From an optimization exercise on the open Yosys and OpenROAD flow, aimed at small area, a short achievable clock period and few clock cycles per item; shortcuts taken in it are not production practice.
At most, simulation tests tie the RTL to the original design; equivalence was not proved.
For runs 1, 2, 5 and 6, only the layout was checked, not whether the RTL still works.
Power is estimated from default activity; no workload was simulated.

**flow/design.v**
```verilog
package noc_pkg;
    localparam int num_ports   = 4;
    localparam int num_sources = num_ports - 1;
    localparam int fifo_depth  = 8;
    localparam int fifo_ptr_w  = $clog2(fifo_depth);
    localparam int fifo_cnt_w  = fifo_ptr_w + 1;
    typedef logic [7:0] byte_t;
    typedef logic [3:0] node_t;
    typedef logic [1:0] port_t;
    typedef struct packed {
        node_t       src;
        node_t       dest;
        logic [23:0] data;
    } pkt_t;
    function automatic port_t route_port(input int router_id, input node_t dest);
        port_t p;
        p = 2'd0;
        if (router_id == 0) begin
            case (dest)
                4'd0:    p = 2'd0;
                4'd1:    p = 2'd2;
                4'd2:    p = 2'd3;
                default: p = 2'd1;
            endcase
        end else begin
            case (dest)
                4'd3:    p = 2'd0;
                4'd4:    p = 2'd1;
                4'd5:    p = 2'd2;
                default: p = 2'd3;
            endcase
        end
        route_port = p;
    endfunction
    function automatic port_t queue_slot(input port_t arrival, input port_t out_port);
        queue_slot = (arrival < out_port) ? arrival : port_t'(arrival - 2'd1);
    endfunction
    function automatic int dest_count(input int router_id, input int out_port);
        int n;
        n = 0;
        for (int d = 0; d < 16; d++) begin
            if (int'(route_port(router_id, node_t'(d))) == out_port) n = n + 1;
        end
        dest_count = n;
    endfunction
    function automatic int dest_first(input int router_id, input int out_port);
        int f;
        f = 0;
        for (int d = 15; d >= 0; d--) begin
            if (int'(route_port(router_id, node_t'(d))) == out_port) f = d;
        end
        dest_first = f;
    endfunction
endpackage
`timescale 1ns/1ps
module packet_fifo #(
    parameter bit       dest_fixed = 1'b0,
    parameter bit [3:0] dest_value = 4'd0
) (
    input  logic        clock,
    input  logic        reset_n,
    input  logic [31:0] data_in,
    input  logic        write,       
    input  logic        pop,         
    output logic        can_write,   
    output logic        can_read,    
    output logic [31:0] data_out,    
    output logic        nonempty,
    output logic        full,
    output logic        almost_full  
);
    localparam int depth = noc_pkg::fifo_depth;
    localparam int pw    = noc_pkg::fifo_ptr_w;
    logic [pw-1:0] wr_pos;
    logic [pw-1:0] rd_pos;
    logic [pw:0]   count;
    assign nonempty    = (count != '0);
    assign full        = count[pw];
    assign almost_full = (count == pw'(depth - 1));
    assign can_write   = !full && (wr_pos[1:0] == 2'd3);
    assign can_read    = nonempty && (rd_pos[1:0] == 2'd3);
    always_ff @(posedge clock, negedge reset_n) begin
        if (!reset_n) begin
            wr_pos <= '0;
            rd_pos <= '0;
            count  <= '0;
        end else begin
            if (!write) wr_pos <= wr_pos + 1'b1;
            if (!pop)   rd_pos <= rd_pos + 1'b1;
            if (write && !pop)      count <= count + 1'b1;
            else if (pop && !write) count <= count - 1'b1;
        end
    end
    localparam int sw = dest_fixed ? 28 : 32;
    logic [sw-1:0] ring [depth];
    logic [sw-1:0] din;
    logic [sw-1:0] dout;
    if (dest_fixed) begin : g_fixed
        assign din      = {data_in[31:28], data_in[23:0]};
        assign data_out = {dout[27:24], dest_value, dout[23:0]};
    end else begin : g_stored
        assign din      = data_in;
        assign data_out = dout;
    end
    always_ff @(posedge clock) begin
        for (int i = 0; i < depth; i++) begin
            if (i == 0)
                ring[i] <= (write && wr_pos[2]) ? din : ring[depth - 1];
            else if (i == depth / 2)
                ring[i] <= (write && !wr_pos[2]) ? din : ring[i - 1];
            else
                ring[i] <= ring[i - 1];
        end
    end
    assign dout = rd_pos[2] ? ring[depth - 1] : ring[depth / 2 - 1];
endmodule
`timescale 1ns/1ps
module input_port #(
    parameter int router_id  = 0,
    parameter int port_index = 0
) (
    input  logic  clock,
    input  logic  reset_n,
    input  logic  put_inbound,
    input  noc_pkg::byte_t payload_inbound,
    input  logic [noc_pkg::num_ports-1:0] queue_can_write,    
    input  logic [noc_pkg::num_ports-1:0] queue_full,
    input  logic [noc_pkg::num_ports-1:0] queue_almost_full,
    output logic  free_inbound,
    output logic [31:0] packet,
    output logic [noc_pkg::num_ports-1:0] write               
);
    localparam int np = noc_pkg::num_ports;
    logic [1:0]    cnt;         
    logic [23:0]   upper;       
    logic          held;        
    logic [np-1:0] route;       
    logic [np-1:0] route_new;   
    logic          wr;
    logic          room_new;
    logic          free_q;
    assign free_inbound = free_q;
    always_comb begin
        route_new = '0;
        route_new[noc_pkg::route_port(router_id, upper[19:16])] = 1'b1;
        route_new[port_index] = 1'b0;
    end
    assign wr    = held && |(route & queue_can_write);
    assign write = wr ? route : '0;
    assign room_new = !(|(route_new & queue_full) ||
                        (held && |(route_new & route & queue_almost_full)));
    always_ff @(posedge clock, negedge reset_n) begin
        if (!reset_n) begin
            cnt    <= '0;
            held   <= 1'b0;
            route  <= '0;
            free_q <= 1'b1;
        end else begin
            if (wr) held <= 1'b0;
            if (cnt == 2'd0) begin
                if (put_inbound && free_q) begin
                    cnt    <= 2'd3;
                    free_q <= 1'b0;
                end else begin
                    free_q <= !held || !(|(route & queue_full));
                end
            end else begin
                cnt <= cnt - 1'b1;
                if (cnt == 2'd1) begin
                    if (|route_new) begin
                        held  <= 1'b1;
                        route <= route_new;
                    end
                    free_q <= !(|route_new) || room_new;
                end
            end
        end
    end
    always_ff @(posedge clock) begin
        upper <= {upper[15:0], payload_inbound};
        if (cnt == 2'd1) packet <= {upper, payload_inbound};
    end
endmodule
`timescale 1ns/1ps
module output_port #(
    parameter bit       dest_fixed = 1'b0,
    parameter bit [3:0] dest_value = 4'd0
) (
    input  logic                         clock,
    input  logic                         reset_n,
    input  logic                         free_outbound,
    input  logic [noc_pkg::num_sources-1:0]        queue_nonempty,
    input  logic [noc_pkg::num_sources-1:0]        queue_can_read,
    input  logic [noc_pkg::num_sources-1:0][31:0]  queue_data,
    output logic [noc_pkg::num_sources-1:0]        queue_pop,
    output logic                         put_outbound,
    output noc_pkg::byte_t                        payload_outbound
);
    localparam int ns = noc_pkg::num_sources;
    logic [ns-1:0] last;      
    logic [ns-1:0] pick;      
    logic [31:0]   pick_data;
    logic          fill;
    logic          start;
    logic          pf_valid;
    logic [31:0]   pf;
    logic [1:0]    bcnt;      
    logic          put_q;
    logic [31:0]   tx;
    assign put_outbound     = put_q;
    assign payload_outbound = tx[31:24];
    always_comb begin
        pick = '0;
        for (int k = ns; k >= 1; k--) begin
            for (int j = 0; j < ns; j++) begin
                if (last[j] && queue_nonempty[(j + k) % ns]) begin
                    pick = '0;
                    pick[(j + k) % ns] = 1'b1;
                end
            end
        end
    end
    always_comb begin
        pick_data = '0;
        for (int j = 0; j < ns; j++) pick_data |= pick[j] ? queue_data[j] : 32'h0;
    end
    assign start     = (bcnt == 2'd0) && free_outbound && pf_valid;
    assign fill      = |(pick & queue_can_read) && (!pf_valid || start);
    assign queue_pop = fill ? pick : '0;
    always_ff @(posedge clock, negedge reset_n) begin
        if (!reset_n) begin
            last     <= ns'(1) << (ns - 1);
            pf_valid <= 1'b0;
            bcnt     <= '0;
            put_q    <= 1'b0;
        end else begin
            put_q <= start;
            if (fill) begin
                last     <= pick;
                pf_valid <= 1'b1;
            end else if (start) begin
                pf_valid <= 1'b0;
            end
            if (start)              bcnt <= 2'd3;
            else if (bcnt != 2'd0)  bcnt <= bcnt - 1'b1;
        end
    end
    always_ff @(posedge clock) begin
        if (fill) begin
            pf[31:28] <= pick_data[31:28];
            pf[23:0]  <= pick_data[23:0];
        end
        tx <= start ? pf : {tx[23:0], 8'h00};
    end
    if (dest_fixed) begin : g_fixed
        assign pf[27:24] = dest_value;
    end else begin : g_stored
        always_ff @(posedge clock) begin
            if (fill) pf[27:24] <= pick_data[27:24];
        end
    end
endmodule
`timescale 1ns/1ps
module noc_router #(
    parameter int router_id = 0
) (
    input  logic                    clock,
    input  logic                    reset_n,
    input  logic  [noc_pkg::num_ports-1:0]   put_inbound,
    input  noc_pkg::byte_t [noc_pkg::num_ports-1:0]   payload_inbound,
    input  logic  [noc_pkg::num_ports-1:0]   free_outbound,
    output logic  [noc_pkg::num_ports-1:0]   free_inbound,
    output logic  [noc_pkg::num_ports-1:0]   put_outbound,
    output noc_pkg::byte_t [noc_pkg::num_ports-1:0]   payload_outbound
);
    localparam int np = noc_pkg::num_ports;
    localparam int ns = noc_pkg::num_sources;
    logic [np-1:0][31:0]   in_packet;
    logic [np-1:0][np-1:0] in_write;
    logic [np-1:0][np-1:0] in_can_write;
    logic [np-1:0][np-1:0] in_full;
    logic [np-1:0][np-1:0] in_almost_full;
    logic [np-1:0][ns-1:0]       q_nonempty;
    logic [np-1:0][ns-1:0]       q_can_read;
    logic [np-1:0][ns-1:0]       q_pop;
    logic [np-1:0][ns-1:0][31:0] q_data;
    for (genvar i = 0; i < np; i++) begin : g_in
        input_port #(
            .router_id  (router_id),
            .port_index (i)
        ) i_input_port (
            .clock             (clock),
            .reset_n           (reset_n),
            .put_inbound       (put_inbound[i]),
            .payload_inbound   (payload_inbound[i]),
            .queue_can_write   (in_can_write[i]),
            .queue_full        (in_full[i]),
            .queue_almost_full (in_almost_full[i]),
            .free_inbound      (free_inbound[i]),
            .packet            (in_packet[i]),
            .write             (in_write[i])
        );
    end
    for (genvar o = 0; o < np; o++) begin : g_out
        localparam bit fixed = (noc_pkg::dest_count(router_id, o) == 1);
        localparam bit [3:0] dval = 4'(noc_pkg::dest_first(router_id, o));
        assign in_can_write[o][o]   = 1'b0;
        assign in_full[o][o]        = 1'b0;
        assign in_almost_full[o][o] = 1'b0;
        for (genvar s = 0; s < ns; s++) begin : g_slot
            localparam int src = (s < o) ? s : s + 1;
            logic full;
            logic almost_full;
            assign in_full[src][o]        = full;
            assign in_almost_full[src][o] = almost_full;
            packet_fifo #(
                .dest_fixed (fixed),
                .dest_value (dval)
            ) i_packet_fifo (
                .clock       (clock),
                .reset_n     (reset_n),
                .data_in     (in_packet[src]),
                .write       (in_write[src][o]),
                .pop         (q_pop[o][s]),
                .can_write   (in_can_write[src][o]),
                .can_read    (q_can_read[o][s]),
                .data_out    (q_data[o][s]),
                .nonempty    (q_nonempty[o][s]),
                .full        (full),
                .almost_full (almost_full)
            );
        end
        output_port #(
            .dest_fixed (fixed),
            .dest_value (dval)
        ) i_output_port (
            .clock            (clock),
            .reset_n          (reset_n),
            .free_outbound    (free_outbound[o]),
            .queue_nonempty   (q_nonempty[o]),
            .queue_can_read   (q_can_read[o]),
            .queue_data       (q_data[o]),
            .queue_pop        (q_pop[o]),
            .put_outbound     (put_outbound[o]),
            .payload_outbound (payload_outbound[o])
        );
    end
endmodule
```
**flow/run.sh**
```bash
#!/bin/bash
# synth_recipe.tcl (not shown) runs the flow's synth.tcl, then flattens the netlist and writes it again
# the make line also repeats each setting of config.mk as NAME=value (left out here)
make -C /OpenROAD-flow-scripts/flow DESIGN_CONFIG=/design/flow/config.mk WORK_HOME=/design/flow/orfs CLKGATE_MAP_FILE= SYNTH_SCRIPT=/design/flow/synth_recipe.tcl finish
```
**flow/config.mk**
```make
export PLATFORM = sky130hd
export DESIGN_NAME = noc_router
export DESIGN_NICKNAME = noc_router
export VERILOG_FILES = /design/flow/design.v
export SDC_FILE = /design/flow/constraint.sdc
export NUM_CORES = 4
export LEC_CHECK = 0
export ABC_CLOCK_PERIOD_IN_PS = 2500
export CAP_MARGIN = 20
export CORE_MARGIN = 2
export CORE_UTILIZATION = 50
export SETUP_SLACK_MARGIN = 3.0
export SLEW_MARGIN = 20
```
**flow/constraint.sdc**
```tcl
create_clock -name core_clock -period 5.5 [get_ports {clock}]
set_input_delay 1.1000 -clock core_clock [delete_from_list [all_inputs] [get_ports {clock}]]
set_output_delay 1.1000 -clock core_clock [all_outputs]
set_load 0.01 [all_outputs]
```
==> impl_metrics.env, run 1 <==
export IMPL_status="no timing/DRC/antenna violations"
export IMPL_ys_ff_latch=3424
export IMPL_comb_power_share=0.162
export IMPL_grt_first_pass_wirelength_mm=298
export IMPL_r2r_slack_ns=2.45
export IMPL_pwr_share_seq=0.515
export IMPL_nets=6498
export IMPL_worst_ir_drop_vdd_v=0.000320
export IMPL_r2r_start="g_out[3].g_slot[0].i_packet_fifo.count[1]"
export IMPL_path_class="flip-flop to flip-flop"
export IMPL_postSynthCellCount=5923
export IMPL_viasPerCell=4.88
export IMPL_core_mm2=0.183
export IMPL_fin_crit_ns=3.05
export IMPL_final_hold_viol_count=0
export IMPL_dp_hpwl_mm=134
export IMPL_fin_util=0.600
export IMPL_skew_ns=0.0603
export IMPL_crit_path_start_kind="flip-flop"
export IMPL_setup_viol=0
export IMPL_synthMuxAreaShare=0.128
export IMPL_area_growth_pct=19.1
export IMPL_register_area_mm2=0.0720
export IMPL_tightest_slew_ns=1.15
export IMPL_synth_cell_area_mm2=0.0923
export IMPL_synth_warnings=19
export IMPL_io_pins=82
export IMPL_design_area_mm2=0.110
export IMPL_gp_congestion=0.835
export IMPL_fp_row_count=157
export IMPL_detailed_place_area_mm2=0.0960
export IMPL_power_share_clock=0.322
export IMPL_power_switching_mw=18.8
export IMPL_relSlewSlack=0.209
export IMPL_cts_buffer_depth=4
export IMPL_num_vias=44400
export IMPL_grt_pass1_vias=44300
export IMPL_cp_arrival_ns=3.85
export IMPL_htree_levels=5
export IMPL_clk_pin_slew_ns=0.06
export IMPL_ctsHoldBuffers=0
export IMPL_power_internal_mw=50.4
export IMPL_root_buffer="clkbuf_16"
export IMPL_grtUsageTotal=0.219
export IMPL_finalMaxSlewViolations=0
export IMPL_finalWirelength_mm=208
export IMPL_wl_per_cell_um=22.8
export IMPL_antenna_found_initial=19
export IMPL_die_width_um=434
export IMPL_hp_class="input port to asynchronous set/reset pin"
export IMPL_synth_edf_count=240
export IMPL_fillers=13800
export IMPL_grt_ovfl_total=0
export IMPL_layout_drive_gt1_share=0.268
export IMPL_synth_simple_area_share=0.0273
export IMPL_crit_fanout=4
export IMPL_cellLeakagePower_nw=45.0
export IMPL_clock_latency_ns=0.95
export IMPL_max_freq_mhz=328
export IMPL_grt_start_max_net_pins=75
export IMPL_synth_async_sr_flop_share=0.0514
export IMPL_cp_end_kind="flip-flop"
export IMPL_fin_ws_ns=2.45
export IMPL_io_buffers=81
export IMPL_synth_compound_area_frac=0.0303
export IMPL_drc=0
export IMPL_synth_xor_xnor_area_share=0.00949
export IMPL_total_power_mw=69.2
export IMPL_cts_tree="yes"
export IMPL_dpl_worst_slack_ns=1.70
export IMPL_cp_required_ns=6.29
export IMPL_avgSynthCellArea_um2=15.6
export IMPL_reg2reg_to="g_out[3].g_slot[1].i_packet_fifo.count[3]"
export IMPL_yosys_cell_types_count=81
export IMPL_start_util=0.503
export IMPL_detail_route_first_pass_iterations=5
export IMPL_rsz0062_at_grt="true"
export IMPL_fin_setup_tns_ns=0
export IMPL_synthFlopType="dfxtp_1"
export IMPL_swShare=0.271
export IMPL_power_density_mw_per_mm2=629
export IMPL_reg2reg_depth=13
export IMPL_crit_start="g_out[3].g_slot[0].i_packet_fifo.count[1]"
export IMPL_die_h_um=434
export IMPL_dieArea_mm2=0.188
export IMPL_numCtsBuffers=335
export IMPL_drv_cap=0
export IMPL_antenna_left=0
export IMPL_synth_top_family_by_area="multiplexers"
export IMPL_synth_fa_ha_area_frac=0.0124
export IMPL_cts_sinks=3424
export IMPL_multi_input_area_mm2=0.0205
export IMPL_period_share=0.555
export IMPL_syn_nets=6049
export IMPL_first_iter_violations=2532
export IMPL_synth_yosys_seq_area_share=0.779
[worst max path at each step]
stage,endpoint,slack [ns],depth (start not counted)
floorplan,g_out[1].g_slot[2].i_packet_fifo.count[3],2.45,13
finish,g_out[3].g_slot[1].i_packet_fifo.count[3],2.45,13
detailed placement,g_out[3].g_slot[1].i_packet_fifo.count[3],1.70,12
CTS,g_out[0].g_slot[1].i_packet_fifo.count[3],2.52,14
global route,g_out[3].g_slot[1].i_packet_fifo.count[3],2.37,13
global placement,g_out[3].g_slot[1].i_packet_fifo.count[3],1.72,12
[metal layers]
layer  global-route usage  wire length (um)
met1                0.313             99300
met2                0.338             93800
met3               0.0349              8250
met4               0.0763              6300
met5                    0                 0
[registers in the layout, summed over array words and instances, names as in the netlist]
| name | flops |
|---|---|
| g_in.i_input_port.upper | 96 |
| g_out.i_output_port.put_q | 4 |
| g_out.i_output_port.pf | 116 |
| g_out.i_output_port.bcnt | 8 |
| g_out.i_output_port.last | 12 |
| g_in.i_input_port.free_q | 4 |
| g_out.g_slot.i_packet_fifo.count | 48 |
| g_in.i_input_port.packet | 124 |
| g_in.i_input_port.route | 12 |
| g_out.g_slot.i_packet_fifo.ring | 2784 |
| g_out.i_output_port.pf_valid | 4 |
| g_in.i_input_port.cnt | 8 |
| g_in.i_input_port.held | 4 |
| g_out.i_output_port.tx | 128 |
| g_out.g_slot.i_packet_fifo.wr_pos | 36 |
| g_out.g_slot.i_packet_fifo.rd_pos | 36 |
[area by class of cell]
cell class / instances / share of cell area
clock inverters: 89 / 0.00803
well taps: 2464 / 0.0281
multi-input cells: 2230 / 0.186
clock buffers: 502 / 0.0907
diodes: 6 / 0.000137
flip-flops and latches: 3424 / 0.655
repair buffers: 314 / 0.0295
inverters: 67 / 0.00263
[cell families after synthesis]
group,Yosys count
mux,1084
fa+ha+maj,84
flops,3424
buf+inv,280
xor+xnor,100
compound gates,406
simple gates,545
[cell usage after synthesis (all sizes together), types with 3 or more instances]
| cell type | n | area (um^2) |
|---|---|---|
| nand3 | 27 | 135 |
| a21boi | 6 | 48.8 |
| clkbuf | 96 | 360 |
| nand2 | 329 | 1240 |
| o211ai | 7 | 52.6 |
| dfrtp | 168 | 4200 |
| o21a | 4 | 30.0 |
| nor2 | 50 | 208 |
| nand3b | 9 | 67.6 |
| a21o | 16 | 120 |
| or3 | 7 | 43.8 |
| or2 | 7 | 43.8 |
| o21bai | 3 | 22.5 |
| and2 | 52 | 325 |
| mux2i | 351 | 3510 |
| a211o | 4 | 35.0 |
| o22a | 119 | 1040 |
| a222oi | 5 | 50.1 |
| o21ai | 160 | 808 |
| nand2b | 11 | 68.8 |
| mux2 | 733 | 8270 |
| o221ai | 7 | 61.3 |
| nor2b | 14 | 87.6 |
| xnor2 | 74 | 648 |
| nand4 | 6 | 37.5 |
| a211oi | 3 | 22.5 |
| nor3 | 9 | 61.3 |
| dfxtp | 3008 | 60200 |
| ha | 72 | 901 |
| a21oi | 43 | 230 |
| nor4 | 8 | 62.6 |
| edfxtp | 240 | 7210 |
| a31oi | 5 | 37.5 |
| dfstp | 8 | 210 |
| xor2 | 26 | 228 |
| inv | 67 | 251 |
| or4 | 7 | 63.8 |
| fa | 12 | 240 |
| o41ai | 3 | 41.3 |
| buf | 117 | 697 |
[power groups by stage]
stage / logic, mW / clock network [mW] / registers, mW
after floorplan: 7.02 / 0 / 33.9
after global placement: 9.44 / 0 / 35.9
after detailed placement: 9.59 / 0 / 36.1
after CTS: 10.7 / 22.7 / 35.7
after global routing: 12.0 / 23.8 / 36.3
final: 11.2 / 22.3 / 35.6
[worst max-delay path, stage by stage, from the launching register on]
cell and delay, ns:
dfrtp_2 0.45, or4_4 0.53, nor2_1 0.21, o211ai_1 0.17, buf_6 0.17, a311o_2 0.34
ha_4 0.18, inv_4 0.06, ha_4 0.19, a21o_1 0.16, a21oi_2 0.16, xnor2_1 0.13
nor2_1 0.07, xnor2_1 0.12
[repair_timing]
action,in CTS,in global routing
setup buffers,123,53
gates resized for setup,382,167
hold endpoints to repair,0,0
pin swaps,59,82
endpoints found under the setup margin,565,561
cloned,16,9
[stage by stage]
stage | hold WS, ns | std cells
2_1_floorplan | 0.310 | 5923
3_3_place_gp | 0.309 | 8298
3_5_place_dp | 0.312 | 8298
4_1_cts | 0.143 | 9028
5_1_grt | 0.176 | 9091
6_report | 0.183 | 9096
[cell usage in the layout, fill, tap and decap left out, types with 10 or more instances in the layout]
cell and instances:
clkbuf_16 358, o21ai_0 117, bufinv_16 15, edfxtp_1 240
clkbuf_8 58, buf_6 77, buf_4 154, xor2_1 26
nand2_1 320, dfxtp_1 2978, nor2_4 10, clkdlybuf4s50_1 40
clkinv_2 47, dfrtp_2 40, nor2_1 40, a21oi_2 19
ha_4 29, o21ai_1 35, fa_2 10, a21o_1 16
nand2b_1 11, and2_1 46, a21oi_1 21, inv_1 48
dfxtp_2 19, nand3_1 17, clkbuf_1 92, inv_4 16
buf_12 23, dfrtp_1 127, mux2_2 699, mux2i_1 349
xnor2_1 68, o22a_1 118, dfxtp_4 11, mux2_4 27
ha_1 36
==> run 2: changes to the inputs <==
--- a/flow/config.mk
+++ b/flow/config.mk
@@ -10,4 +10,6 @@
 export CORE_MARGIN = 2
 export CORE_UTILIZATION = 50
+export CTS_CLUSTER_DIAMETER = 100
+export CTS_CLUSTER_SIZE = 30
 export SETUP_SLACK_MARGIN = 3.0
 export SLEW_MARGIN = 20
==> run 2 against run 1 <==
- still clean on timing, DRC and antenna
- fmax up 1.6%
- worst setup slack better by 0.048 ns
- flip-flop and latch count unchanged
- design area down 6.5%
- sequential power about the same
- non-clock buffer count up 3
- synthesized cell count unchanged
- core utilization down 3.9 points
- critical endpoint unchanged
- largest cell class unchanged
- largest power group unchanged
==> impl_metrics.env, run 2 <==
export IMPL_status="no timing/DRC/antenna violations"
export IMPL_first_iter_violations=2964
export IMPL_final_common_cell="dfxtp_1"
export IMPL_area_growth_pct=11.3
export IMPL_final_hold_viol_count=0
export IMPL_avgSynthCellArea_um2=15.6
export IMPL_worst_ir_drop_vdd_v=0.000350
export IMPL_skew_ns=0.0471
export IMPL_grtUsageTotal=0.212
export IMPL_clk_pin_slew_ns=0.12
export IMPL_fin_util=0.560
export IMPL_synth_cell_area_mm2=0.0923
export IMPL_layout_drive_gt1_share=0.228
export IMPL_clock_latency_ns=0.83
export IMPL_ys_top_cells_by_count="dfxtp_1, mux2_2, mux2i_1"
export IMPL_crit_path_start_kind="flip-flop"
export IMPL_syn_nets=6049
export IMPL_largest_reg_flops=2784
export IMPL_tightest_slew_ns=1.14
export IMPL_max_freq_mhz=333
export IMPL_drc=0
export IMPL_detail_route_first_pass_iterations=6
export IMPL_dp_hpwl_mm=134
export IMPL_cp_slowest_stage_delay_ns=0.59
export IMPL_cp_required_ns=6.23
export IMPL_ys_ff_latch=3424
export IMPL_cts_buffer_depth=3
export IMPL_r2r_start="g_out[3].g_slot[2].i_packet_fifo.count[3]"
export IMPL_finalWirelength_mm=201
export IMPL_core_mm2=0.183
export IMPL_postSynthCellCount=5923
export IMPL_wl_per_cell_um=23.1
export IMPL_path_buf_inv=2
export IMPL_io_buffers=81
export IMPL_hp_class="input port to asynchronous set/reset pin"
export IMPL_grt_start_max_net_pins=75
export IMPL_path_class="flip-flop to flip-flop"
export IMPL_relSlewSlack=0.217
export IMPL_cp_arrival_ns=3.74
export IMPL_synth_yosys_seq_area_share=0.779
export IMPL_design_area_mm2=0.103
export IMPL_grt_pass1_vias=41700
export IMPL_drv_cap=0
export IMPL_detailed_place_area_mm2=0.0960
export IMPL_yosys_cell_count_top_type="dfxtp_1"
export IMPL_cp_end_kind="flip-flop"
export IMPL_final_cell_mix="dfxtp_1, mux2_2, mux2i_1"
export IMPL_reg_top3="g_out.g_slot.i_packet_fifo.ring x2784, g_out.i_output_port.tx x128, g_in.i_input_port.packet x124"
export IMPL_fin_setup_tns_ns=0
export IMPL_numCtsBuffers=133
export IMPL_fin_crit_ns=3.01
export IMPL_yosys_cell_types_count=81
export IMPL_period_share=0.546
export IMPL_die_width_um=434
export IMPL_crit_path_top_delay_cell="or4_4"
export IMPL_cts_tree="yes"
export IMPL_yosysTopAreaCell="dfxtp_1"
export IMPL_netlist_top_cells_area="dfxtp_1, mux2_2, edfxtp_1"
export IMPL_gp_congestion=0.835
export IMPL_crit_fanout=4
export IMPL_crit_start="g_out[3].g_slot[2].i_packet_fifo.count[3]"
export IMPL_total_power_mw=59.0
export IMPL_viasPerCell=4.89
export IMPL_synth_top_area_frac=0.653
export IMPL_cpLargestDelayFamily="compound AO/OA/AOI/OAI gates"
export IMPL_synth_async_sr_flop_share=0.0514
export IMPL_worstPathCellList="or4_4 > a21oi_2 > o211ai_1 > buf_6 > a311o_2 > ha_4 > inv_4 > ha_4 > a21o_1 > a21oi_2 > xnor2_1 > nor2_1 > xnor2_1"
export IMPL_ctsHoldBuffers=0
export IMPL_setup_viol=0
export IMPL_power_density_mw_per_mm2=574
export IMPL_dieArea_mm2=0.188
export IMPL_num_vias=42700
export IMPL_synth_edf_count=240
export IMPL_largest_register="g_out.g_slot.i_packet_fifo.ring"
export IMPL_grt_first_pass_wirelength_mm=287
export IMPL_grt_ovfl_total=0
export IMPL_nets=6298
export IMPL_io_pins=82
export IMPL_synthFlopType="dfxtp_1"
export IMPL_start_util=0.503
export IMPL_fp_row_count=157
export IMPL_root_buffer="clkbuf_16"
export IMPL_antenna_found_initial=22
export IMPL_finalMaxSlewViolations=0
export IMPL_cts_sinks=3424
export IMPL_synth_warnings=19
export IMPL_die_h_um=434
export IMPL_antenna_left=0
export IMPL_cellLeakagePower_nw=41.5
export IMPL_htree_levels=4
export IMPL_rsz0062_at_grt="true"
run 2: cell count changes in the layout (fill, tap and decap cells not counted), moves of 12 or more:
cell,before,now
clkbuf_16,358,142
clkbuf_8,58,0
clkinv_2,47,0
mux2_2,699,721
mux2_4,27,5
buf_6,77,57
buf_2,6,25
clkbuf_1,92,74
bufinv_16,15,0
buf_4,154,168
o21ai_0,117,129
run 2: cell families after synthesis:
| kind of cell | Yosys count | synth area share |
|---|---|---|
| flip-flops | 3424 | 0.779 |
| multiplexers | 1084 | 0.128 |
| AND/OR/NAND/NOR | 545 | 0.0273 |
| AO/OA/AOI/OAI | 406 | 0.0303 |
| buffers and inverters | 280 | 0.0142 |
| XOR/XNOR | 100 | 0.00949 |
| adder cells (fa/ha/maj) | 84 | 0.0124 |
run 2: path summary, 6_finish.rpt:
path                                                                 to  slack [ns]  cells after the start
setup / recovery              g_out[3].g_slot[1].i_packet_fifo.count[3]        2.49                     13
hold / removal                g_out[1].g_slot[1].i_packet_fifo.count[2]        0.26                      1
max in group asynchronous                  g_out[3].i_output_port.put_q        4.03                      2
hold reg to reg            g_out[0].g_slot[0].i_packet_fifo.ring[5][18]        0.31                      0
setup reg to reg              g_out[3].g_slot[1].i_packet_fifo.count[3]        2.49                     13
min in group core_clock    g_out[0].g_slot[0].i_packet_fifo.ring[5][18]        0.31                      0
run 2: where the power goes:
group / internal (mW) / total [mW] / switching, mW / leakage (nW)
clock: 4.86 / 12.2 / 7.30 / 1.89
sequential: 31.8 / 35.5 / 3.70 / 28.7
combinational: 5.35 / 11.3 / 5.97 / 10.9
run 2: per-stage QoR:
stage	hold slack, ns	setup WS (ns)	instances
2_1_floorplan	0.310	2.45	5923
3_3_place_gp	0.309	1.72	8298
3_5_place_dp	0.312	1.70	8298
4_1_cts	0.220	2.53	8661
5_1_grt	0.269	2.42	8729
6_report	0.260	2.49	8735
run 2: layout make-up:
type	count	area [um^2]
Inverter	67	289
Timing Repair Buffer	317	3020
Clock buffer	214	3780
Fill cell	14500	80600
Clock inverter	12	166
Antenna cell	8	20.0
Sequential cell	3424	72000
Tap cell	2464	3080
Multi-Input combinational cell	2229	20400
run 2: timing repair:
| action | in CTS | in global routing |
|---|---|---|
| setup buffers | 123 | 59 |
| pin swaps | 57 | 89 |
| gates resized for setup | 352 | 126 |
| endpoints found under the setup margin | 578 | 485 |
| cloned | 14 | 7 |
run 2: routing by layer:
| metal | global-route usage | part of all wire |
|---|---|---|
| met5 | 0 | 0.000040 |
| met4 | 0.0639 | 0.029 |
| met3 | 0.0241 | 0.032 |
| met2 | 0.331 | 0.45 |
| met1 | 0.310 | 0.49 |
==> run 3: changes to the inputs <==
--- a/flow/design.v
+++ b/flow/design.v
@@ -74,20 +74,37 @@
     logic [pw-1:0] wr_pos;
     logic [pw-1:0] rd_pos;
-    logic [pw:0]   count;
-    assign nonempty    = (count != '0);
-    assign full        = count[pw];
-    assign almost_full = (count == pw'(depth - 1));
-    assign can_write   = !full && (wr_pos[1:0] == 2'd3);
-    assign can_read    = nonempty && (rd_pos[1:0] == 2'd3);
+    logic [pw-1:0] diff;       
+    logic          ne_q;       
+    logic          full_q;     
+    logic          af_q;       
+    logic          inc;
+    logic          dec;
+    assign nonempty    = ne_q;
+    assign full        = full_q;
+    assign almost_full = af_q;
+    assign can_write   = !full_q && (wr_pos[1:0] == 2'd3);
+    assign can_read    = ne_q && (rd_pos[1:0] == 2'd3);
+    assign diff = rd_pos - wr_pos;
+    assign inc = write && !pop;
+    assign dec = pop && !write;
     always_ff @(posedge clock, negedge reset_n) begin
         if (!reset_n) begin
             wr_pos <= '0;
             rd_pos <= '0;
-            count  <= '0;
+            ne_q   <= 1'b0;
+            full_q <= 1'b0;
+            af_q   <= 1'b0;
         end else begin
             if (!write) wr_pos <= wr_pos + 1'b1;
             if (!pop)   rd_pos <= rd_pos + 1'b1;
-            if (write && !pop)      count <= count + 1'b1;
-            else if (pop && !write) count <= count - 1'b1;
+            if (inc) begin
+                ne_q   <= 1'b1;
+                full_q <= af_q;
+                af_q   <= (diff == pw'(depth - 2));
+            end else if (dec) begin
+                ne_q   <= (diff != pw'(1));
+                full_q <= 1'b0;
+                af_q   <= full_q;
+            end
         end
     end
@@ -251,5 +268,6 @@
             pf[23:0]  <= pick_data[23:0];
         end
-        tx <= start ? pf : {tx[23:0], 8'h00};
+        tx[31:8] <= start ? pf[31:8] : tx[23:0];
+        tx[7:0]  <= pf[7:0];
     end
     if (dest_fixed) begin : g_fixed
==> run 3 against run 2 <==
- largest cell class unchanged
- design area shrank 3.2%
- combinational power shrank 18%
- clock power is essentially flat
- still clean
- global-route usage shrank 0.88 points
- via count shrank 5.0%
- largest power group unchanged
- synthesized area shrank 0.87%
==> impl_metrics.env, run 3 <==
export IMPL_status="no timing/DRC/antenna violations"
export IMPL_synthFlopType="dfxtp_1"
export IMPL_first_iter_violations=2767
export IMPL_path_buf_inv=1
export IMPL_synth_warnings=19
export IMPL_cellLeakagePower_nw=39.8
export IMPL_grt_ovfl_total=0
export IMPL_synth_top_area_frac=0.658
export IMPL_largest_reg_flops=2784
export IMPL_clk_pin_slew_ns=0.11
export IMPL_design_area_mm2=0.0994
export IMPL_max_freq_mhz=379
export IMPL_die_h_um=432
export IMPL_final_hold_viol_count=0
export IMPL_avgSynthCellArea_um2=16.1
export IMPL_drc=0
export IMPL_final_common_cell="dfxtp_1"
export IMPL_dieArea_mm2=0.186
export IMPL_cp_end_kind="output port"
export IMPL_fin_util=0.548
export IMPL_finalWirelength_mm=191
export IMPL_ys_top_cells_by_count="dfxtp_1, mux2_2, mux2i_1"
export IMPL_crit_fanout=3
export IMPL_detail_route_first_pass_iterations=7
export IMPL_reg_top3="g_out.g_slot.i_packet_fifo.ring x2784, g_out.i_output_port.tx x128, g_in.i_input_port.packet x124"
export IMPL_nets=5930
export IMPL_cts_buffer_depth=3
export IMPL_grt_pass1_vias=40000
export IMPL_grt_first_pass_wirelength_mm=275
export IMPL_drv_cap=0
export IMPL_skew_ns=0.0477
export IMPL_synth_top_family_by_area="multiplexers"
export IMPL_crit_path_start_kind="flip-flop"
export IMPL_cp_arrival_ns=1.54
export IMPL_synth_simple_area_share=0.0140
export IMPL_synth_fa_ha_area_frac=0.0108
export IMPL_finalMaxSlewViolations=0
export IMPL_dp_hpwl_mm=130
export IMPL_antenna_found_initial=16
export IMPL_num_vias=40600
export IMPL_cts_tree="yes"
export IMPL_gp_congestion=0.810
export IMPL_path_class="flip-flop to output port"
export IMPL_numCtsBuffers=132
export IMPL_dp_cells=7998
export IMPL_syn_nets=5808
export IMPL_synth_xor_xnor_area_share=0.00728
export IMPL_rsz0062_at_grt="true"
export IMPL_r2r_slack_ns=3.04
export IMPL_worst_ir_drop_vdd_v=0.000352
export IMPL_viasPerCell=4.90
export IMPL_cpLargestDelayFamily="flip-flops"
export IMPL_power_density_mw_per_mm2=573
export IMPL_holdWs_ns=0.166
export IMPL_largest_register="g_out.g_slot.i_packet_fifo.ring"
export IMPL_fin_ws_ns=2.86
export IMPL_synth_compound_area_frac=0.0305
export IMPL_stdcell_count=8281
export IMPL_start_util=0.504
export IMPL_yosys_cell_types_count=69
export IMPL_io_buffers=81
export IMPL_synthMuxAreaShare=0.138
export IMPL_detailed_place_area_mm2=0.0946
export IMPL_fp_row_count=156
export IMPL_fin_crit_ns=2.64
export IMPL_fillers=14600
export IMPL_total_power_mw=57.0
export IMPL_cp_slowest_stage_delay_ns=0.62
export IMPL_worstPathCellList="buf_6"
export IMPL_cp_required_ns=4.40
export IMPL_grtUsageTotal=0.203
export IMPL_yosysTopAreaCell="dfxtp_1"
export IMPL_tightest_slew_ns=1.09
export IMPL_layout_drive_gt1_share=0.211
export IMPL_synth_yosys_seq_area_share=0.782
export IMPL_synth_edf_count=240
export IMPL_dpl_worst_slack_ns=1.99
export IMPL_synth_async_sr_flop_share=0.0481
export IMPL_clock_latency_ns=0.82
export IMPL_postSynthCellCount=5694
export IMPL_io_pins=82
export IMPL_relSlewSlack=0.273
export IMPL_final_cell_mix="dfxtp_1, mux2_2, mux2i_1"
export IMPL_setup_viol=0
export IMPL_cts_sinks=3412
export IMPL_root_buffer="clkbuf_16"
export IMPL_wl_per_cell_um=23.0
export IMPL_area_growth_pct=8.71
export IMPL_synth_cell_area_mm2=0.0915
export IMPL_htree_levels=4
export IMPL_period_share=0.480
export IMPL_ys_ff_latch=3412
export IMPL_netlist_top_cells_area="dfxtp_1, mux2_2, edfxtp_1"
export IMPL_ctsHoldBuffers=0
export IMPL_die_width_um=432
export IMPL_core_mm2=0.181
export IMPL_antenna_left=0
export IMPL_yosys_cell_count_top_type="dfxtp_1"
export IMPL_crit_path_top_delay_cell="dfstp_2"
export IMPL_grt_start_max_net_pins=81
export IMPL_fin_setup_tns_ns=0
export IMPL_hp_class="input port to asynchronous set/reset pin"
==> run 3: cell types whose count changed in the layout (fill, tap and decap cells not counted), moves of 39 or more <==
cell and change:
buf_6 -40, nand2_1 -230, mux2_2 +87, o21ai_0 +39
inv_1 +50, buf_4 -95
==> run 3: area by class of cell <==
cell class	instances	area, um^2	area share
Timing Repair Buffer	177	1600	0.0161
Multi-Input combinational cell	1985	19000	0.191
Timing Repair inverter	1	7.51	0.0000755
Sequential cell	3412	71600	0.720
Clock buffer	208	3700	0.0373
Antenna cell	9	22.5	0.000227
Clock inverter	12	166	0.00167
Inverter	107	405	0.00408
Tap cell	2370	2970	0.0298
==> run 3: metal layers <==
layer,GRT usage,vias to the layer above,share of wire
li1,-,19500,-
met1,0.297,20400,0.49
met2,0.319,510,0.45
met3,0.0261,196,0.030
met4,0.0545,0,0.026
met5,0,-,0
==> run 3: final timing paths <==
path / from / end / cells past startpoint
max in group asynchronous: reset_n / g_out[0].g_slot[0].i_packet_fifo.rd_pos[2] / 2
hold / removal: reset_n / g_out[2].i_output_port.put_q / 1
setup / recovery: g_in[1].i_input_port.free_q / free_inbound[1] / 1
hold reg to reg: g_out[3].g_slot[1].i_packet_fifo.ring[2][4] / g_out[3].g_slot[1].i_packet_fifo.ring[3][4] / 0
min in group core_clock: g_out[3].g_slot[1].i_packet_fifo.ring[2][4] / g_out[3].g_slot[1].i_packet_fifo.ring[3][4] / 0
setup reg to reg: g_out[0].g_slot[0].i_packet_fifo.wr_pos[0] / g_out[2].g_slot[1].i_packet_fifo.ring[0][18] / 9
==> run 3: logic make-up (layout without fill, tap and decap cells) <==
group,after synthesis,count (layout)
flip-flops,3412,3412
multiplexers,1162,1162
AO/OA/AOI/OAI,409,412
buffers and inverters,301,505
AND/OR/NAND/NOR,262,263
XOR/XNOR,76,76
adder cells (fa/ha/maj),72,72
other,0,9
==> run 3: repair_timing <==
action                                  in CTS  in global routing
resized for setup                          273                 39
setup buffers                               26                 20
cloned                                       6                  2
endpoints found under the setup margin     807                520
pin swaps                                   14                 14
==> run 3: power by group <==
group	leakage, nW	switching [mW]	internal [mW]
Clock	1.85	7.21	4.77
Combinational	9.15	4.98	4.33
Sequential	28.8	3.68	32.0
Testbench counts of run 3, summed over its fixed seeds: cycles 7,325, items 6,400.
==> run 4: changes to the inputs <==
==> flow/config.mk (replaced) <==
export PLATFORM = sky130hd
export DESIGN_NAME = noc_router
export DESIGN_NICKNAME = noc_router
export VERILOG_FILES = /design/flow/design.v
export SDC_FILE = /design/flow/constraint.sdc
export NUM_CORES = 4
export LEC_CHECK = 0
export ABC_CLOCK_PERIOD_IN_PS = 2000
export CAP_MARGIN = 20
export CORE_MARGIN = 2
export CORE_UTILIZATION = 50
export CTS_CLUSTER_DIAMETER = 90
export CTS_CLUSTER_SIZE = 25
export SETUP_SLACK_MARGIN = 3.5
export SLEW_MARGIN = 20
==> run 4 against run 3 <==
- critical path type unchanged
- die area unchanged
- worst hold slack improved by 0.0030 ns
- sequential share of layout area down 6.8 points
- sequential power about the same
- clock skew is 0.015 ns lower
- register-to-register slack better by 0.02 ns
- critical endpoint is now free_inbound[2]
- core utilization increased by 5.7 points
- fmax hardly changed
==> impl_metrics.env, run 4 <==
export IMPL_largest_reg_flops=2784
export IMPL_fin_util=0.606
export IMPL_cp_depth=1
export IMPL_cellLeakagePower_nw=44.0
export IMPL_first_iter_violations=2838
export IMPL_synth_top_area_frac=0.658
export IMPL_fillers=13200
export IMPL_fin_crit_ns=2.64
export IMPL_crit_start="g_in[2].i_input_port.free_q"
export IMPL_power_internal_mw=45.0
export IMPL_netlist_top_cells_area="dfxtp_1, mux2_2, edfxtp_1"
export IMPL_path_buf_inv=1
export IMPL_largest_register="g_out.g_slot.i_packet_fifo.ring"
export IMPL_design_area_mm2=0.110
export IMPL_path_class="flip-flop to output port"
export IMPL_yosysTopAreaCell="dfxtp_1"
export IMPL_dieArea_mm2=0.186
export IMPL_dpl_worst_slack_ns=2.27
export IMPL_swShare=0.288
export IMPL_r2r_slack_ns=3.06
export IMPL_detail_route_first_pass_iterations=5
export IMPL_htree_levels=4
export IMPL_core_mm2=0.181
export IMPL_skew_ns=0.0328
export IMPL_hp_class="input port to asynchronous set/reset pin"
export IMPL_finalMaxSlewViolations=0
export IMPL_cpLargestDelayFamily="flip-flops"
export IMPL_fin_setup_tns_ns=0
export IMPL_io_buffers=81
export IMPL_viasPerCell=5.01
export IMPL_cp_arrival_ns=1.54
export IMPL_finalWirelength_mm=218
export IMPL_crit_path_start_kind="flip-flop"
export IMPL_clk_pin_slew_ns=0.10
export IMPL_detailed_place_area_mm2=0.0949
export IMPL_synth_edf_count=240
export IMPL_grtUsageMet1=0.325
export IMPL_avgSynthCellArea_um2=16.1
export IMPL_ys_ff_latch=3412
export IMPL_yosys_cell_types_count=69
export IMPL_worst_ir_drop_vdd_v=0.000308
export IMPL_crit_path_top_delay_cell="dfstp_2"
export IMPL_final_hold_viol_count=0
export IMPL_num_vias=43500
export IMPL_pwr_share_seq=0.568
export IMPL_die_width_um=432
export IMPL_max_freq_mhz=379
export IMPL_ys_top_cells_by_count="dfxtp_1, mux2_2, mux2i_1"
export IMPL_cp_required_ns=4.40
export IMPL_antenna_left=0
export IMPL_nets=6317
export IMPL_tightest_slew_ns=1.01
export IMPL_io_pins=82
export IMPL_reg2reg_to="g_out[3].g_slot[1].i_packet_fifo.af_q"
export IMPL_cp_slowest_stage_delay_ns=0.57
export IMPL_yosys_cell_count_top_type="dfxtp_1"
export IMPL_synthFlopType="dfxtp_1"
export IMPL_power_switching_mw=18.2
export IMPL_synth_warnings=19
export IMPL_endpoint="free_inbound[2]"
export IMPL_fp_row_count=156
export IMPL_syn_nets=5808
export IMPL_cp_end_kind="output port"
export IMPL_drv_cap=0
export IMPL_grt_ovfl_total=0
export IMPL_dp_hpwl_mm=131
export IMPL_grt_start_max_net_pins=106
export IMPL_area_growth_pct=20.1
export IMPL_synth_cell_area_mm2=0.0915
export IMPL_layout_drive_gt1_share=0.297
export IMPL_power_density_mw_per_mm2=575
export IMPL_synth_async_sr_flop_share=0.0481
export IMPL_reg2reg_depth=7
export IMPL_gp_congestion=0.796
export IMPL_relSlewSlack=0.327
export IMPL_drc=0
export IMPL_fin_ws_ns=2.86
export IMPL_cts_buffer_depth=3
export IMPL_r2r_start="g_out[3].i_output_port.last[2]"
export IMPL_grt_use_met3=0.0279
export IMPL_power_share_clock=0.207
export IMPL_worstPathCellList="buf_6"
export IMPL_synth_yosys_seq_area_share=0.782
export IMPL_met2_usage=0.362
export IMPL_grtUsageTotal=0.225
export IMPL_reg_top3="g_out.g_slot.i_packet_fifo.ring x2784, g_out.i_output_port.tx x128, g_in.i_input_port.packet x124"
export IMPL_die_h_um=432
export IMPL_cts_sinks=3412
export IMPL_rsz0062_at_grt="true"
export IMPL_period_share=0.480
export IMPL_final_cell_mix="dfxtp_1, mux2_4, mux2i_1"
export IMPL_crit_fanout=2
export IMPL_setup_viol=0
export IMPL_wl_per_cell_um=25.2
export IMPL_final_common_cell="dfxtp_1"
export IMPL_grt_first_pass_wirelength_mm=303
export IMPL_clock_latency_ns=0.84
export IMPL_grt_pass1_vias=42900
export IMPL_comb_power_share=0.226
export IMPL_cts_tree="yes"
export IMPL_start_util=0.504
export IMPL_root_buffer="clkbuf_16"
export IMPL_postSynthCellCount=5694
export IMPL_grt_busiest_layer="met2"
export IMPL_antenna_found_initial=11
export IMPL_numCtsBuffers=156
export IMPL_status="no timing/DRC/antenna violations"
[run 4: cell counts after synthesis]
No cell type changed its count.
[run 4: final cells by class]
type	instances	area [um^2]	share of cell area
antenna	4	10.0	0.0000911
sequential	3412	71600	0.652
timing repair buffer	518	6930	0.0631
clock buffer	235	4240	0.0386
clock inverter	19	278	0.00253
multi-input combinational	2007	23300	0.212
tap	2370	2970	0.0270
inverter	107	469	0.00427
timing repair inverter	1	7.51	0.0000683
[run 4: power groups by stage]
| stage | Sequential (mW) | Clock, mW | Combinational, mW |
|---|---|---|---|
| floorplan | 34.1 | 0 | 6.81 |
| global placement | 36.0 | 0 | 8.98 |
| detailed placement | 36.2 | 0 | 9.12 |
| CTS | 35.8 | 13.3 | 12.3 |
| global route | 36.5 | 14.2 | 15.0 |
| finish | 35.9 | 13.1 | 14.2 |
[run 4: kinds of logic (layout without fill, tap and decap cells)]
family / count (synthesis) / count (layout) / synth area share
xor+xnor: 76 / 76 / 0.00728
simple gates: 262 / 284 / 0.0140
compound gates: 409 / 413 / 0.0305
buf+inv: 301 / 880 / 0.0168
other cells: 0 / 4 / 0
fa+ha+maj: 72 / 72 / 0.0108
flops: 3412 / 3412 / 0.782
mux: 1162 / 1162 / 0.138
[run 4: how the worst min path moves through the flow]
stage / start / to / depth (start not counted)
floorplan: g_out[0].g_slot[0].i_packet_fifo.ring[0][0] / g_out[0].g_slot[0].i_packet_fifo.ring[1][0] / 0
global placement: g_out[0].g_slot[0].i_packet_fifo.ring[0][21] / g_out[0].g_slot[0].i_packet_fifo.ring[1][21] / 0
CTS: reset_n / g_out[3].i_output_port.bcnt[0] / 1
global route: reset_n / g_out[3].i_output_port.bcnt[0] / 1
detailed placement: g_out[1].g_slot[1].i_packet_fifo.ring[6][6] / g_out[1].g_slot[1].i_packet_fifo.ring[7][6] / 0
finish: reset_n / g_out[3].i_output_port.bcnt[0] / 1
[run 4: timing repair]
item	CTS	global route
pin swaps	81	95
cloned	67	24
hold buffers	0	0
resized for setup	928	708
endpoints found under the setup margin	1086	1017
setup buffers	256	78
[run 4: stage by stage]
| step | hold WS [ns] | std cells | power [mW] |
|---|---|---|---|
| 2_1_floorplan | 0.310 | 5694 | 40.9 |
| 3_3_place_gp | 0.309 | 7990 | 45.0 |
| 3_5_place_dp | 0.312 | 7990 | 45.3 |
| 4_1_cts | 0.166 | 8567 | 61.4 |
| 5_1_grt | 0.185 | 8669 | 65.7 |
| 6_report | 0.169 | 8673 | 63.2 |
[run 4: metal layers]
| metal | share of wire | vias to the layer above |
|---|---|---|
| li1 | - | 20300 |
| met1 | 0.48 | 22200 |
| met2 | 0.46 | 701 |
| met3 | 0.034 | 227 |
| met4 | 0.024 | 0 |
| met5 | 0 | - |
==> run 5: changes to the inputs <==
--- a/flow/design.v
+++ b/flow/design.v
@@ -85,5 +85,9 @@
     assign can_write   = !full_q && (wr_pos[1:0] == 2'd3);
     assign can_read    = ne_q && (rd_pos[1:0] == 2'd3);
-    assign diff = rd_pos - wr_pos;
+    logic ne_dec;
+    logic af_inc;
+    assign diff   = rd_pos - wr_pos;
+    assign ne_dec = (diff != pw'(1));
+    assign af_inc = (diff == pw'(depth - 2));
     assign inc = write && !pop;
     assign dec = pop && !write;
@@ -101,7 +105,7 @@
                 ne_q   <= 1'b1;
                 full_q <= af_q;
-                af_q   <= (diff == pw'(depth - 2));
+                af_q   <= af_inc;
             end else if (dec) begin
-                ne_q   <= (diff != pw'(1));
+                ne_q   <= ne_dec;
                 full_q <= 1'b0;
                 af_q   <= full_q;
@@ -172,5 +176,5 @@
             held   <= 1'b0;
             route  <= '0;
-            free_q <= 1'b1;
+            free_q <= 1'b0;
         end else begin
             if (wr) held <= 1'b0;
@@ -242,7 +246,13 @@
         for (int j = 0; j < ns; j++) pick_data |= pick[j] ? queue_data[j] : 32'h0;
     end
-    assign start     = (bcnt == 2'd0) && free_outbound && pf_valid;
-    assign fill      = |(pick & queue_can_read) && (!pf_valid || start);
-    assign queue_pop = fill ? pick : '0;
+    logic          idle;
+    logic [ns-1:0] take_empty;    
+    logic [ns-1:0] take_swap;     
+    assign idle       = (bcnt == 2'd0);
+    assign start      = idle && pf_valid && free_outbound;
+    assign take_empty = (pick & queue_can_read) & {ns{!pf_valid}};
+    assign take_swap  = (pick & queue_can_read) & {ns{idle && pf_valid}};
+    assign queue_pop  = take_empty | (take_swap & {ns{free_outbound}});
+    assign fill       = |queue_pop;
     always_ff @(posedge clock, negedge reset_n) begin
         if (!reset_n) begin
@@ -268,5 +278,5 @@
             pf[23:0]  <= pick_data[23:0];
         end
-        tx[31:8] <= start ? pf[31:8] : tx[23:0];
+        tx[31:8] <= idle ? pf[31:8] : tx[23:0];
         tx[7:0]  <= pf[7:0];
     end
==> flow/config.mk (replaced) <==
export PLATFORM = sky130hd
export DESIGN_NAME = noc_router
export DESIGN_NICKNAME = noc_router
export VERILOG_FILES = /design/flow/design.v
export SDC_FILE = /design/flow/constraint.sdc
export NUM_CORES = 4
export LEC_CHECK = 0
export ABC_CLOCK_PERIOD_IN_PS = 2300
export CAP_MARGIN = 20
export CORE_MARGIN = 2
export CORE_UTILIZATION = 65
export CTS_CLUSTER_DIAMETER = 80
export CTS_CLUSTER_SIZE = 30
export SETUP_SLACK_MARGIN = 3.2
export SLEW_MARGIN = 20
==> run 5 against run 4 <==
- critical path type unchanged
- still clean on timing, DRC and antenna
- clock-buffer cell count shrank 31
- critical endpoint unchanged
- clock skew fell by 0.0031 ns
- sequential power barely moved
- routed wire length fell by 11%
==> impl_metrics.env, run 5 <==
export IMPL_viasPerCell=5.33
export IMPL_synth_yosys_seq_area_share=0.780
export IMPL_grt_ovfl_total=0
export IMPL_drc=0
export IMPL_cp_required_ns=4.40
export IMPL_layout_drive_gt1_share=0.221
export IMPL_cp_arrival_ns=1.40
export IMPL_path_class="flip-flop to output port"
export IMPL_antenna_found_initial=26
export IMPL_gp_congestion=0.825
export IMPL_synth_warnings=19
export IMPL_holdWs_ns=0.188
export IMPL_syn_nets=5801
export IMPL_final_cell_mix="dfxtp_1, mux2_2, mux2i_1"
export IMPL_drv_cap=0
export IMPL_setup_viol=0
export IMPL_largest_reg_flops=2784
export IMPL_netlist_top_cells_area="dfxtp_1, mux2_2, edfxtp_1"
export IMPL_area_growth_pct=9.82
export IMPL_avgSynthCellArea_um2=16.1
export IMPL_reg_top3="g_out.g_slot.i_packet_fifo.ring x2784, g_out.i_output_port.tx x128, g_in.i_input_port.packet x124"
export IMPL_detail_route_first_pass_iterations=5
export IMPL_synth_async_sr_flop_share=0.0481
export IMPL_core_mm2=0.140
export IMPL_design_area_mm2=0.101
export IMPL_cts_sinks=3412
export IMPL_grt_start_max_net_pins=126
export IMPL_largest_register="g_out.g_slot.i_packet_fifo.ring"
export IMPL_yosys_cell_count_top_type="dfxtp_1"
export IMPL_die_h_um=380
export IMPL_grtUsageTotal=0.267
export IMPL_num_vias=41800
export IMPL_start_util=0.656
export IMPL_crit_fanout=2
export IMPL_numCtsBuffers=136
export IMPL_ys_top_cells_by_count="dfxtp_1, mux2_2, mux2i_1"
export IMPL_path_buf_inv=1
export IMPL_yosys_cell_types_count=73
export IMPL_synth_cell_area_mm2=0.0917
export IMPL_postSynthCellCount=5687
export IMPL_antenna_left=0
export IMPL_detailed_place_area_mm2=0.0944
export IMPL_worst_ir_drop_vdd_v=0.000376
export IMPL_cts_buffer_depth=3
export IMPL_die_width_um=380
export IMPL_io_buffers=81
export IMPL_clock_latency_ns=0.81
export IMPL_tightest_slew_ns=0.952
export IMPL_cp_slowest_stage_delay_ns=0.47
export IMPL_fin_setup_tns_ns=0
export IMPL_worstPathCellList="buf_6"
export IMPL_synth_top_area_frac=0.657
export IMPL_final_hold_viol_count=0
export IMPL_first_iter_violations=3020
export IMPL_cellLeakagePower_nw=40.8
export IMPL_relSlewSlack=0.365
export IMPL_dp_hpwl_mm=126
export IMPL_grt_pass1_vias=40700
export IMPL_crit_path_start_kind="flip-flop"
export IMPL_clk_pin_slew_ns=0.11
export IMPL_ys_ff_latch=3412
export IMPL_nets=5996
export IMPL_synthFlopType="dfxtp_1"
export IMPL_yosysTopAreaCell="dfxtp_1"
export IMPL_synth_edf_count=240
export IMPL_dieArea_mm2=0.144
export IMPL_fp_row_count=137
export IMPL_final_common_cell="dfxtp_1"
export IMPL_grt_first_pass_wirelength_mm=279
export IMPL_rsz0062_at_grt="true"
export IMPL_cts_tree="yes"
export IMPL_io_pins=82
export IMPL_finalMaxSlewViolations=0
export IMPL_htree_levels=4
export IMPL_crit_path_top_delay_cell="dfrtp_2"
export IMPL_cpLargestDelayFamily="flip-flops"
export IMPL_hp_class="input port to asynchronous set/reset pin"
export IMPL_status="no timing/DRC/antenna violations"
export IMPL_finalWirelength_mm=195
export IMPL_fin_crit_ns=2.50
export IMPL_root_buffer="clkbuf_16"
export IMPL_power_density_mw_per_mm2=594
export IMPL_wl_per_cell_um=24.9
export IMPL_max_freq_mhz=400
export IMPL_skew_ns=0.0298
export IMPL_period_share=0.455
export IMPL_cp_end_kind="output port"
## run 5: cell count changes after synthesis, moves of 13 or more
cell      delta
mux2_1      +76
o21ai_0     -50
mux2_2      -45
o221ai_1    +28
o22a_1      -28
mux2i_1     -27
nand2_1     +17
nor2b_1     +15
and2_1      -13
## run 5: final timing paths
check / from / slack [ns] / cells after the start / end
max reg2reg: g_out[3].g_slot[2].i_packet_fifo.wr_pos[1] / 3.16 / 7 / g_out[1].g_slot[1].i_packet_fifo.af_q
min: reset_n / 0.19 / 1 / g_out[3].i_output_port.put_q
min in group core_clock: g_out[3].g_slot[1].i_packet_fifo.ring[1][7] / 0.31 / 0 / g_out[3].g_slot[1].i_packet_fifo.ring[2][7]
min reg2reg: g_out[3].g_slot[1].i_packet_fifo.ring[1][7] / 0.31 / 0 / g_out[3].g_slot[1].i_packet_fifo.ring[2][7]
max in group asynchronous: reset_n / 4.10 / 2 / g_out[1].g_slot[1].i_packet_fifo.rd_pos[2]
max: g_in[2].i_input_port.free_q / 3.00 / 1 / free_inbound[2]
## run 5: repair_timing
action                                  CTS  global route
endpoints found under the setup margin  872           534
pin swaps                                31            22
resized for setup                       288            73
gates cloned                             15             8
hold buffers                              0             0
buffers inserted                         69            40
## run 5: routing by layer
metal / share of wire / wire [um] / up-vias / track usage
met2: 0.44 / 86500 / 891 / 0.406
met3: 0.051 / 9890 / 218 / 0.0391
met1: 0.48 / 93700 / 21000 / 0.402
met5: 0.000067 / 13 / - / 0
li1: - / - / 19700 / -
met4: 0.025 / 4970 / 2 / 0.0739
## run 5: metrics by stage
stage | power (mW) | std cells | util | worst slack [ns]
final | 59.8 | 7850 | 0.721 | 3.00
after global routing | 62.3 | 7847 | 0.721 | 2.94
after CTS | 59.5 | 7799 | 0.715 | 2.93
after detailed placement | 46.6 | 7488 | 0.676 | 2.27
after global placement | 46.2 | 7488 | 0.676 | 2.27
after floorplan | 41.9 | 5687 | - | 3.09
## run 5: area by class of cell
class | instances | area (um^2)
fillers | 9126 | 39000
inverters | 106 | 432
diodes | 3 | 7.51
clock buffers | 204 | 3890
well taps | 1876 | 2350
clock inverters | 23 | 283
multi-input cells | 1986 | 19700
flip-flops and latches | 3412 | 71600
repair buffers | 240 | 2460
## run 5: worst reg2reg max path: stages, from the launching register on
cell	delay, ns
dfrtp_1	0.43
ha_4	0.19
and3b_2	0.25
o311ai_4	0.37
clkinvlp_4	0.24
buf_6	0.17
ha_4	0.29
mux2_4	0.30
## run 5: power by group
part | internal [mW] | switching (mW)
Sequential | 32.2 | 3.58
Combinational | 5.29 | 6.30
Clock | 5.12 | 7.26
Total | 42.6 | 17.1
## run 5: logic make-up after synthesis
group	share of synthesized area
DFF	0.780
muxes	0.139
AOI/OAI and AO/OA	0.0299
buffers and inverters	0.0171
and+or+nand+nor	0.0163
xor gates and xnor gates	0.00716
adders and majority gates	0.0108
==> run 6: changes to the inputs <==
--- a/flow/design.v
+++ b/flow/design.v
@@ -84,5 +84,5 @@
     assign almost_full = af_q;
     assign can_write   = !full_q && (wr_pos[1:0] == 2'd3);
-    assign can_read    = ne_q && (rd_pos[1:0] == 2'd3);
+    assign can_read    = ne_q && (rd_pos[1:0] == 2'd0);
     logic ne_dec;
     logic af_inc;
@@ -134,5 +134,5 @@
         end
     end
-    assign dout = rd_pos[2] ? ring[depth - 1] : ring[depth / 2 - 1];
+    assign dout = rd_pos[2] ? ring[depth / 2] : ring[0];
 endmodule
 `timescale 1ns/1ps
--- a/flow/config.mk
+++ b/flow/config.mk
@@ -6,5 +6,5 @@
 export NUM_CORES = 4
 export LEC_CHECK = 0
-export ABC_CLOCK_PERIOD_IN_PS = 2300
+export ABC_CLOCK_PERIOD_IN_PS = 2500
 export CAP_MARGIN = 20
 export CORE_MARGIN = 2
@@ -12,4 +12,4 @@
 export CTS_CLUSTER_DIAMETER = 80
 export CTS_CLUSTER_SIZE = 30
-export SETUP_SLACK_MARGIN = 3.2
+export SETUP_SLACK_MARGIN = 3.0
 export SLEW_MARGIN = 20
==> run 6 against run 5 <==
- still clean on timing, DRC and antenna
- global-route usage down 0.80 points
- sequential power down 3%
- via count down 1.9%
- combinational power down 57%
- critical path type unchanged
- critical endpoint is now free_inbound[3]
==> impl_metrics.env, run 6 <==
export IMPL_ys_top_cells_by_count="dfxtp_1, mux2_2, mux2i_1"
export IMPL_wl_per_cell_um=24.2
export IMPL_fin_util=0.705
export IMPL_grt_ovfl_total=0
export IMPL_antenna_left=0
export IMPL_cts_tree="yes"
export IMPL_relSlewSlack=0.260
export IMPL_period_share=0.460
export IMPL_path_buf_inv=1
export IMPL_total_power_mw=52.0
export IMPL_max_freq_mhz=395
export IMPL_synth_yosys_seq_area_share=0.778
export IMPL_tightest_slew_ns=1.11
export IMPL_start_util=0.652
export IMPL_synth_cell_area_mm2=0.0920
export IMPL_nets=5934
export IMPL_yosysTopAreaCell="dfxtp_1"
export IMPL_ctsHoldBuffers=0
export IMPL_reg_top3="g_out.g_slot.i_packet_fifo.ring x2784, g_out.i_output_port.tx x128, g_in.i_input_port.packet x124"
export IMPL_yosys_cell_types_count=67
export IMPL_netlist_top_cells_area="dfxtp_1, mux2_2, edfxtp_1"
export IMPL_grt_pass1_vias=40400
export IMPL_htree_levels=4
export IMPL_cts_sinks=3412
export IMPL_avgSynthCellArea_um2=16.1
export IMPL_grtUsageTotal=0.259
export IMPL_cp_end_kind="output port"
export IMPL_finalWirelength_mm=189
export IMPL_largest_register="g_out.g_slot.i_packet_fifo.ring"
export IMPL_synth_warnings=19
export IMPL_fin_ws_ns=2.97
export IMPL_hp_class="input port to asynchronous set/reset pin"
export IMPL_io_buffers=81
export IMPL_cp_required_ns=4.40
export IMPL_viasPerCell=5.26
export IMPL_drv_cap=0
export IMPL_die_h_um=380
export IMPL_antenna_found_initial=23
export IMPL_synthFlopType="dfxtp_1"
export IMPL_finalMaxSlewViolations=0
export IMPL_crit_fanout=3
export IMPL_syn_nets=5847
export IMPL_setup_viol=0
export IMPL_layout_drive_gt1_share=0.207
export IMPL_synth_top_area_frac=0.655
export IMPL_first_iter_violations=2815
export IMPL_postSynthCellCount=5721
export IMPL_worstPathCellList="buf_6"
export IMPL_dpl_worst_slack_ns=1.91
export IMPL_yosys_cell_count_top_type="dfxtp_1"
export IMPL_dp_hpwl_mm=126
export IMPL_num_vias=41100
export IMPL_final_cell_mix="dfxtp_1, mux2_2, mux2i_1"
export IMPL_final_common_cell="dfxtp_1"
export IMPL_clock_latency_ns=0.79
export IMPL_cp_arrival_ns=1.43
export IMPL_drc=0
export IMPL_cellLeakagePower_nw=39.2
export IMPL_detail_route_first_pass_iterations=5
export IMPL_io_pins=82
export IMPL_grt_first_pass_wirelength_mm=271
export IMPL_core_mm2=0.141
export IMPL_final_hold_viol_count=0
export IMPL_skew_ns=0.0314
export IMPL_status="no timing/DRC/antenna violations"
export IMPL_dieArea_mm2=0.145
export IMPL_cp_slowest_stage_delay_ns=0.50
export IMPL_die_width_um=380
export IMPL_rsz0062_at_grt="true"
export IMPL_synth_async_sr_flop_share=0.0481
export IMPL_path_class="flip-flop to output port"
export IMPL_root_buffer="clkbuf_16"
export IMPL_clk_pin_slew_ns=0.11
export IMPL_cpLargestDelayFamily="flip-flops"
export IMPL_numCtsBuffers=135
export IMPL_fin_crit_ns=2.53
export IMPL_ys_ff_latch=3412
export IMPL_crit_path_start_kind="flip-flop"
export IMPL_worst_ir_drop_vdd_v=0.000435
export IMPL_grt_start_max_net_pins=82
export IMPL_fp_row_count=138
export IMPL_synth_edf_count=240
export IMPL_gp_congestion=0.805
export IMPL_crit_path_top_delay_cell="dfrtp_2"
export IMPL_cts_buffer_depth=3
export IMPL_largest_reg_flops=2784
export IMPL_power_density_mw_per_mm2=523
export IMPL_area_growth_pct=8.11
export IMPL_fin_setup_tns_ns=0
## run 6: routing by layer
| layer | track usage | share of wire |
|---|---|---|
| met2 | 0.392 | 0.44 |
| met4 | 0.0915 | 0.036 |
| met5 | 0 | 0 |
| met1 | 0.383 | 0.48 |
| met3 | 0.0398 | 0.046 |
## run 6: cells by family (layout without fill, tap and decap cells)
| group | Yosys count | after routing | synth area share |
|---|---|---|---|
| buffers and inverters | 317 | 494 | 0.0173 |
| xor gates and xnor gates | 74 | 74 | 0.00704 |
| DFF | 3412 | 3412 | 0.778 |
| muxes | 1158 | 1158 | 0.140 |
| and+or+nand+nor | 297 | 300 | 0.0165 |
| adders and majority gates | 84 | 84 | 0.0124 |
| other | 0 | 15 | 0 |
| AOI/OAI and AO/OA | 379 | 379 | 0.0290 |
## run 6: layout make-up
type / count / area, um^2
antenna: 15 / 37.5
clock buffer: 205 / 3860
clock inverter: 25 / 262
fill: 9593 / 41600
inverter: 99 / 375
multi-input combinational: 1995 / 19400
sequential: 3412 / 71600
tap: 1890 / 2360
timing repair buffer: 165 / 1550
## run 6: final timing paths
kind                                                              start                                           end  slack (ns)  cells after the start
min in group core_clock    g_out[0].g_slot[0].i_packet_fifo.ring[1][15]  g_out[0].g_slot[0].i_packet_fifo.ring[2][15]        0.32                      0
max in group asynchronous                                       reset_n    g_out[1].g_slot[0].i_packet_fifo.rd_pos[2]        4.00                      2
min reg2reg                g_out[0].g_slot[0].i_packet_fifo.ring[1][15]  g_out[0].g_slot[0].i_packet_fifo.ring[2][15]        0.32                      0
max                                         g_in[3].i_input_port.free_q                               free_inbound[3]        2.97                      1
max reg2reg                  g_out[0].g_slot[2].i_packet_fifo.wr_pos[0]   g_out[1].g_slot[2].i_packet_fifo.ring[0][2]        3.04                      5
min                                                             reset_n                  g_out[0].i_output_port.put_q        0.24                      1
## run 6: worst register-to-register path, delay by kind of cell, from the launching register on
kind / cells / cell delay (ns)
adder cells (fa/ha/maj): 1 / 0.20
multiplexers: 1 / 0.45
flip-flops: 1 / 0.41
AND/OR/NAND/NOR: 2 / 0.88
AO/OA/AOI/OAI: 1 / 0.43
## run 6: what timing repair did
action,in CTS,in global routing
setup endpoints to repair,722,506
setup buffers,11,21
gates cloned,2,3
gates resized for setup,196,53
pin swaps,4,7
## run 6: power by group
part	total, mW	switching (mW)	internal, mW
clock	12.3	7.21	5.05
combinational	5.01	2.29	2.73
sequential	34.8	3.19	31.6
## run 6: metrics by stage
step / hold slack [ns] / cells / cell area [um^2]
after CTS: 0.250 / 7767 / 99100
after global routing: 0.267 / 7791 / 99400
after global placement: 0.310 / 7524 / 94600
after detailed placement: 0.312 / 7524 / 94600
after floorplan: 0.310 / 5721 / 92200
final: 0.240 / 7806 / 99500

==> static timing again, ports no longer ideal <==
The flow's constraints put no driver on any port. The routed layouts listed below were extracted and timed again, unchanged, in two steps.
Step 1 sets driving cells, clkbuf_16 on the clock port and buf_2 on the other inputs (assumed; they add their load-dependent delay and slew).
Step 2 moves the port delays by t, midway between the first and last clock arrival at a register: inputs arrive t later, outputs are due t later. That takes back most of the time a late clock gives input paths.
Three values: ideal ports, drivers, drivers and shift; two values: the first two.
| run | t, ns | slack for setup (ns) | worst setup path after step 2 | latest minus earliest clock arrival (ns) |
|---|---|---|---|---|
| run 1 | 1.002 | 2.447 / 2.447 / 1.786 | input to register | 0.065 / 0.065 |
| run 2 | 0.896 | 2.495 / 2.495 / 1.805 | input to register | 0.057 / 0.058 |
| run 3 | 0.874 | 2.861 / 2.784 / 2.306 | input to register | 0.051 / 0.050 |
| run 4 | 0.905 | 2.863 / 2.778 / 2.379 | input to register | 0.040 / 0.041 |
| run 5 | 0.865 | 3.000 / 2.928 / 2.404 | input to register | 0.032 / 0.032 |
| run 6 | 0.859 | 2.970 / 2.892 / 2.244 | input to register | 0.040 / 0.041 |
After both steps setup and hold are still met in every run listed. For run 6, which loses most, drivers alone change the setup slack by -0.078 ns; drivers and shift together by -0.726 ns.
